Source: an optimization exercise on an open RTL-to-GDS flow (aim: small area). Production flows keep margins and buffers that such runs may drop. The RTL was checked by simulation tests, not by an equivalence proof against the original design. Power figures rest on the tool's default switching activity, not on a simulated workload.

try-harbor:
// safe_cpu_wrapper
module safe_cpu_wrapper (
  input  logic                                       clk_i,
  input  logic                                       rst_ni,
  input  safe_pkg::safe_mode_e                       mode_i,
  input  safe_pkg::hart_mask_t                       master_i,
  input  safe_pkg::hart_mask_t                       dmr_pair_i,
  input  safe_pkg::hart_mask_t                       wfi_hold_i,
  input  safe_pkg::hart_mask_t                       sleep_i,
  input  logic [safe_pkg::NHARTS-1:0][safe_pkg::REQ_WIDTH-1:0] core_instr_req_i,
  input  logic [safe_pkg::NHARTS-1:0][safe_pkg::REQ_WIDTH-1:0] core_data_req_i,
  input  logic [safe_pkg::NHARTS-1:0][safe_pkg::RSP_WIDTH-1:0] mem_instr_rsp_i,
  input  logic [safe_pkg::NHARTS-1:0][safe_pkg::RSP_WIDTH-1:0] mem_data_rsp_i,
  output safe_pkg::hart_mask_t                       sleep_o,
  output logic [safe_pkg::NHARTS-1:0][safe_pkg::RSP_WIDTH-1:0] core_instr_rsp_o,
  output logic [safe_pkg::NHARTS-1:0][safe_pkg::RSP_WIDTH-1:0] core_data_rsp_o,
  output logic [safe_pkg::NHARTS-1:0][safe_pkg::REQ_WIDTH-1:0] mem_instr_req_o,
  output logic [safe_pkg::NHARTS-1:0][safe_pkg::REQ_WIDTH-1:0] mem_data_req_o,
  output logic                                       tmr_error_o,
  output logic                                       dmr_error_o,
  output safe_pkg::hart_mask_t                       tmr_error_id_o
);
Settings: LEC_CHECK=0, CAP_MARGIN=0, CORE_AREA=10 10 440 440, CTS_BUF_LIST=sky130_fd_sc_hd__clkbuf_4 sky130_fd_sc_hd__clkbuf_8, DIE_AREA=0 0 450 450, SLEW_MARGIN=0; clock period 10.0 ns.
standard.sh (not shown) runs the stock make flow with config.mk's settings and CLKGATE_MAP_FILE= SYNTH_SCRIPT=/design/flow/synth_recipe.tcl, a recipe that flattens the netlist after the stock synthesis.
==> flow/flow/run.sh <==
#!/bin/bash
# Layout flow: the standard ORFS flow (standard.sh) with two changes.
#  - Synthesis runs flow/synth.tcl: synth_recipe.tcl unchanged except that ABC
#    maps with an area-oriented script (flow/abc_area_nf.script).
#  - The port buffers that buffer_ports inserts on every input and output are
#    sky130_fd_sc_hd__buf_1 cells.
# Each step's full output is in orfs/logs/; make's own output in flow_make.log.
set -euo pipefail
here=$(pwd)
bash standard.sh \
  "SYNTH_SCRIPT=$here/flow/synth.tcl" \
  "BUFFER_PORTS_ARGS=-buffer_cell sky130_fd_sc_hd__buf_1" \
  finish > "$here/flow_make.log" 2>&1
==> flow/flow/abc_area_nf.script <==
strash; &get -n; &st; &dch -f; &nf -a -R 1000; &put; topo
==> flow/flow/synth.tcl <==
# The standard synthesis (synth_recipe.tcl), with ORFS's ABC mapping script
# replaced by an area-oriented one (abc_area_nf.script beside this file).
set my_abc [file join [file dirname [file normalize [info script]]] abc_area_nf.script]
proc use_my_abc {args} {
  set i [lsearch -exact $::abc_args -script]
  if { $i >= 0 && [lindex $::abc_args [expr {$i + 1}]] ne $::my_abc } {
    lset ::abc_args [expr {$i + 1}] $::my_abc
  }
}
trace add variable ::abc_args write use_my_abc
proc synth {args} { yosys synth -nofsm -noshare {*}$args }
source $::env(SCRIPTS_DIR)/synth.tcl
# left out here: clear keep_hierarchy, flatten, clean up, hide names made inside functions, write 1_2_yosys.v
The final layout from try-harbor, which completed every stage, passed the timing, design-rule and antenna checks at the end of the flow.
Setup changes, try-harbor to try-pepper
- GPL_ROUTABILITY_DRIVEN: unset -> 0
- CTS_BUF_LIST: sky130_fd_sc_hd__clkbuf_4 sky130_fd_sc_hd__clkbuf_8 -> unset
==> flow/flow/run.sh <==
#!/bin/bash
# Layout flow: the standard ORFS flow (standard.sh) with three changes.
#  - Synthesis runs flow/synth.tcl: synth_recipe.tcl unchanged except that ABC
#    maps with an area-oriented script (flow/abc_area_nf.script).
#  - The port buffers that buffer_ports inserts on every input and output are
#    sky130_fd_sc_hd__buf_1 cells.
#  - After global routing, repair_timing -recover_power downsizes gates on
#    paths with slack to spare (RECOVER_POWER=100).
# Each step's full output is in orfs/logs/; make's own output in flow_make.log.
set -euo pipefail
here=$(pwd)
bash standard.sh \
  "SYNTH_SCRIPT=$here/flow/synth.tcl" \
  "BUFFER_PORTS_ARGS=-buffer_cell sky130_fd_sc_hd__buf_1" \
  "RECOVER_POWER=100" \
  finish > "$here/flow_make.log" 2>&1
==> flow/flow/abc_area_nf.script <==
strash; &get -n; &st; &dch -f; &nf -a -R 1000 -E 100; &put; topo
Findings:
- Compared with try-harbor, try-pepper shows a lower critical path depth.
- Total via count in the routed design on try-pepper is ahead of try-harbor.
- try-pepper finished every stage; the final checks, however, were not passed, the failures being capacitance limit, slew limit.
- Diff try-harbor -> try-pepper: synthesized cell count shows a reduction of 0.64%; placed cell count shows a reduction of about 0.5%.
- For hold slack, try-pepper and try-harbor come out practically identical.
- Between try-pepper and try-harbor, the difference in sequential cell area fraction in the yosys report is negligible.
- Multi-input gate area in the final layout: higher on try-harbor
- Per the comparison of try-pepper with try-harbor, proportion of power drawn by the clock network +2.1 points; HPWL after detailed placement now sits lower; area after synthesis moved down.
Edits applied to the flow inputs when going from try-pepper to try-juniper:
- removing GPL_ROUTABILITY_DRIVEN (formerly 0)
==> flow/flow/run.sh <==
#!/bin/bash
# Layout flow: the standard ORFS flow (standard.sh) with two changes.
#  - Synthesis runs flow/synth.tcl: synth_recipe.tcl unchanged except that ABC
#    maps with an area-oriented script (flow/abc_area_nf.script).
#  - The port buffers that buffer_ports inserts on every input and output are
#    sky130_fd_sc_hd__buf_1 cells.
# Each step's full output is in orfs/logs/; make's own output in flow_make.log.
set -euo pipefail
here=$(pwd)
bash standard.sh \
  "SYNTH_SCRIPT=$here/flow/synth.tcl" \
  "BUFFER_PORTS_ARGS=-buffer_cell sky130_fd_sc_hd__buf_1" \
  finish > "$here/flow_make.log" 2>&1
==> flow/flow/abc_area_nf.script <==
strash; &get -n; &st; &dch -f; &nf -a -R 1000; &put; topo
## What came out
- Of try-pepper and try-juniper, only try-juniper finishes the flow clean.
- try-pepper ran in full, but the layout does not pass; the checks complain about capacitance limit, slew limit.
- From try-pepper to try-juniper the numbers moved as follows: total of max-cap violations shows a reduction of 5, number of antenna violations at the first check in global routing shows an increase of 38, worst-case headroom to the max-slew limit shows an increase of 130 points.
Edits applied to the flow inputs when going from try-juniper to try-violet:
- an added GPL_TIMING_DRIVEN of 0
Findings:
try-violet reached the end of the flow, and the finished layout is clean on the timing, design-rule and antenna checks.
Looking at global-route wire length before repair, try-violet sits below try-juniper.
Compared with try-juniper, try-violet shows buffers plus inverters on the worst setup path lower by 1.
Number of sequential cells came out exactly the same in try-violet and try-juniper.
From try-juniper to try-violet the numbers moved as follows: post-layout total power shows an increase of about 0.8%, growth of design area from synthesis to finish rose by 3.2 points, pin count of the biggest net entering global routing lower, sequential fraction of total cell area stayed essentially flat.
Number of ordinary and repair buffers in the finished layout delta (try-violet -> try-juniper): insignificant

==> static timing again, ports no longer ideal <==
How much do the figures lean on ideal ports? The routed layouts below were timed once more, with nothing changed but the port constraints.
Step 1, drivers: a clkbuf_16 drives clk_i and a buf_2 each remaining input, both assumed.
Step 2 times the ports against the registers' clock, not the clock port: input delays grow and output delays shrink by t, the midpoint of the rising clock arrivals with the driver on.
Three values: no drivers, after step 1, after step 2; two values: the first two.
run | t (ns) | setup slack, ns | worst register clock-pin slew, ns
try-harbor | 0.377 | 1.160 / 1.131 / 1.131 | 0.11 / 0.11
try-pepper | 0.367 | 0.860 / 0.652 / 0.652 | 0.11 / 0.11
try-juniper | 0.348 | 1.239 / 1.194 / 1.194 | 0.07 / 0.07
try-violet | 0.364 | 0.926 / 0.886 / 0.886 | 0.09 / 0.09
The setup slack of try-pepper, which loses most, moves by -0.208 ns with the drivers and by -0.208 ns with both steps.
